From an optimization exercise on the open Yosys and OpenROAD flow, aimed at small area, a short achievable clock period and few clock cycles per item; shortcuts taken in it are not production practice. Only simulation tests tie the RTL to the original design; equivalence was not proved. Power and IR drop assume default switching activity.

Setup of run A:
==> flow/design.v (excerpt) <==
module kyber_noise_acc
(
	input  logic        clk,
	input  logic        rst,
	input  logic        start_i,
	input  logic        noise_empty_i,
	output logic        noise_req_o,
	input  kyber_params_pkg::noise_word_t noise_i,
	input  logic        poly_empty_i,
	output logic        poly_req_o,
	input  kyber_params_pkg::poly_word_t  poly_i,
	output kyber_params_pkg::poly_word_t  sum_o,
	output logic        sum_valid_o,
	output logic        done_o
);
export LEC_CHECK = 0
export ABC_AREA = 1
export CAP_MARGIN = 20
export CORE_MARGIN = 2
export CORE_UTILIZATION = 75
export CTS_BUF_LIST = sky130_fd_sc_hd__clkbuf_8
export CTS_CLUSTER_DIAMETER = 60
export CTS_CLUSTER_SIZE = 20
export SETUP_SLACK_MARGIN = 3.4
export SLEW_MARGIN = 20
create_clock -name core_clock -period 6.0 [get_ports {clk}]
standard.sh (not shown) runs the stock make flow with config.mk's settings and CLKGATE_MAP_FILE= SYNTH_SCRIPT=/design/flow/synth_recipe.tcl, a recipe that flattens the netlist after the stock synthesis.
==> flow/flow/run.sh <==
#!/bin/bash
# Standard layout, with plain buffers (instead of the default delay-cell
# buffers) on the ports.
set -e
export BUFFER_PORTS_ARGS="-buffer_cell sky130_fd_sc_hd__buf_1"
bash standard.sh > standard.log 2>&1
Run A: all stages complete, timing, DRC and antenna checks passed
Testbench counts of run A, summed over its fixed seeds: cycles 16,640, transforms 128.
For run B, these inputs were changed with respect to run A:
# run A
export LEC_CHECK = 0
export ABC_AREA = 1
export CAP_MARGIN = 20
export CORE_MARGIN = 2
export CORE_UTILIZATION = 75
export CTS_BUF_LIST = sky130_fd_sc_hd__clkbuf_8
export CTS_CLUSTER_DIAMETER = 60
export CTS_CLUSTER_SIZE = 20
export SETUP_SLACK_MARGIN = 3.4
export SLEW_MARGIN = 20
create_clock -name core_clock -period 6.0 [get_ports {clk}]
# run B
export LEC_CHECK = 0
export ABC_AREA = 1
export CAP_MARGIN = 20
export CORE_MARGIN = 2
export CORE_UTILIZATION = 60
export CTS_BUF_LIST = sky130_fd_sc_hd__clkbuf_8
export CTS_CLUSTER_DIAMETER = 60
export CTS_CLUSTER_SIZE = 20
export SETUP_SLACK_MARGIN = 3.3
export SLEW_MARGIN = 20
create_clock -name core_clock -period 6.0 [get_ports {clk}]
==> flow/flow/run.sh <==
#!/bin/bash
# Standard layout, with three changes:
# - synthesis maps logic with an area-oriented ABC script (flow/synth.tcl),
# - plain buffers (instead of the default delay-cell buffers) on the ports,
# - a clock tree without dummy balancing loads.
set -e
export FLOW_WORK=$PWD
export FLOW_ABC_SCRIPT=$PWD/flow/abc_area_map.script
export BUFFER_PORTS_ARGS="-buffer_cell sky130_fd_sc_hd__buf_1"
export CTS_ARGS="-sink_clustering_enable -repair_clock_nets -sink_clustering_size 20 -sink_clustering_max_diameter 60 -buf_list sky130_fd_sc_hd__clkbuf_8 -dont_use_dummy_load"
sed "s#SYNTH_SCRIPT=[^ ]*#SYNTH_SCRIPT=$PWD/flow/synth.tcl#" standard.sh > flow_standard.sh
bash flow_standard.sh > standard.log 2>&1
==> flow/flow/abc_area_map.script (new file) <==
strash
dch -f
amap
topo
stime -c
==> flow/flow/synth.tcl (new file) <==
# The standard flow's synthesis (synth_recipe.tcl in the work folder), with the ABC
# mapping script replaced by the area-oriented one in this folder.
proc abc {args} {
  set i [lsearch -exact $args -script]
  if {$i >= 0} { lset args [expr {$i + 1}] $::env(FLOW_ABC_SCRIPT) }
  yosys abc {*}$args
}
source $::env(FLOW_WORK)/synth_recipe.tcl
==> run notes <==
Run B finished all stages; the layout is clean.
Run A → run B: leakage power figure saw a decrease; routed length per instance increased by about 8% relative to the old numbers; minimum period implied by the final worst setup slack shows an increase of 20 ps; setup slack decreased 20 ps.
Changes in run C relative to run B:
==> flow/flow/run.sh <==
#!/bin/bash
# Standard layout, with plain buffers (instead of the default delay-cell
# buffers) on the ports, and a clock tree without dummy balancing loads.
set -e
export BUFFER_PORTS_ARGS="-buffer_cell sky130_fd_sc_hd__buf_1"
export CTS_ARGS="-sink_clustering_enable -repair_clock_nets -sink_clustering_size 20 -sink_clustering_max_diameter 60 -buf_list sky130_fd_sc_hd__clkbuf_8 -dont_use_dummy_load"
bash standard.sh > standard.log 2>&1
removed: flow/flow/abc_area_map.script
removed: flow/flow/synth.tcl
Findings:
Result for run C and run B: all clean
Changes observed in run C relative to run B: power went down by 0.58%; net switching power went up by 2.4%.
Measured against each other, run C and run B differ in cell count, the higher figure coming from run C.
Core area on run C is behind run B.
--- input diff run C..run D ---
# run C
export LEC_CHECK = 0
export ABC_AREA = 1
export CAP_MARGIN = 20
export CORE_MARGIN = 2
export CORE_UTILIZATION = 60
export CTS_BUF_LIST = sky130_fd_sc_hd__clkbuf_8
export CTS_CLUSTER_DIAMETER = 60
export CTS_CLUSTER_SIZE = 20
export SETUP_SLACK_MARGIN = 3.3
export SLEW_MARGIN = 20
create_clock -name core_clock -period 6.0 [get_ports {clk}]
# run D
export LEC_CHECK = 0
export ABC_AREA = 1
export CAP_MARGIN = 20
export CORE_MARGIN = 2
export CORE_UTILIZATION = 40
export CTS_BUF_LIST = sky130_fd_sc_hd__clkbuf_8
export CTS_CLUSTER_DIAMETER = 50
export CTS_CLUSTER_SIZE = 16
export SETUP_SLACK_MARGIN = 3.3
export SLEW_MARGIN = 20
create_clock -name core_clock -period 6.0 [get_ports {clk}]
==> flow/flow/run.sh <==
#!/bin/bash
# Standard layout, with plain buffers (instead of the default delay-cell
# buffers) on the ports.
set -e
export BUFFER_PORTS_ARGS="-buffer_cell sky130_fd_sc_hd__buf_1"
bash standard.sh > standard.log 2>&1
==> comparison <==
Looking at wire length across both flows, run D is the weaker of the two, with run C ahead.
In the metrics for run D and run C, the one carrying the higher area added between synthesis and finish is run D.
Area enclosed by the die boundary: run D > run C
Going from run C to run D, count of clock-buffer cells in the layout has increased, HPWL reported at the end of detailed placement has increased.
In the reports for run D and run C, the smaller fraction of area in registers belongs to run D.
A capturing element of the worst setup path of noise_req_o is what run D shows, while poly_req_o belongs to run C.
Summary: with run C as the reference, non-clock buffer count in run D moved up slightly.
Taking run C as the reference, in run D synthesized area divided by synthesized cell count held, worst setup slack down 9.6 ps.
Taking run C as the reference point, the post-placement setup slack of run D rises by 120 ps.
Compared to run C, run D has combinational group share of total power 0.6 points lower.

[re-timing with driven ports]
The results above use ideal ports. As a check the final layouts listed here were re-extracted and re-timed, cells and wires unchanged. Step 1 sets driving cells, clkbuf_16 on the clock port and buf_2 on the other inputs (assumed; they add their load-dependent delay and slew). Step 2 moves the port delays by t, midway between the first and last clock arrival at a register: inputs arrive t later, outputs are due t later. That takes back most of the time a late clock gives input paths. a / b / c = ideal / step 1 / step 2; a / b = the first two.
| run | t (ns) | setup slack, ns | clock arrival spread, ns | worst register clock-pin slew, ns | cell pins on the clock port's net |
|---|---|---|---|---|---|
| run A | 0.644 | 3.321 / 3.274 / 2.891 | 0.028 / 0.028 | 0.11 / 0.11 | 1 |
| run B | 0.633 | 3.301 / 3.260 / 2.704 | 0.056 / 0.057 | 0.11 / 0.11 | 1 |
| run C | 0.665 | 3.301 / 3.260 / 2.897 | 0.102 / 0.103 | 0.11 / 0.11 | 1 |
| run D | 0.661 | 3.292 / 3.251 / 2.910 | 0.025 / 0.025 | 0.10 / 0.10 | 1 |
After both steps every run listed still meets setup and hold. The setup slack of run B, which loses most, moves by -0.041 ns with the drivers and by -0.597 ns with both steps.
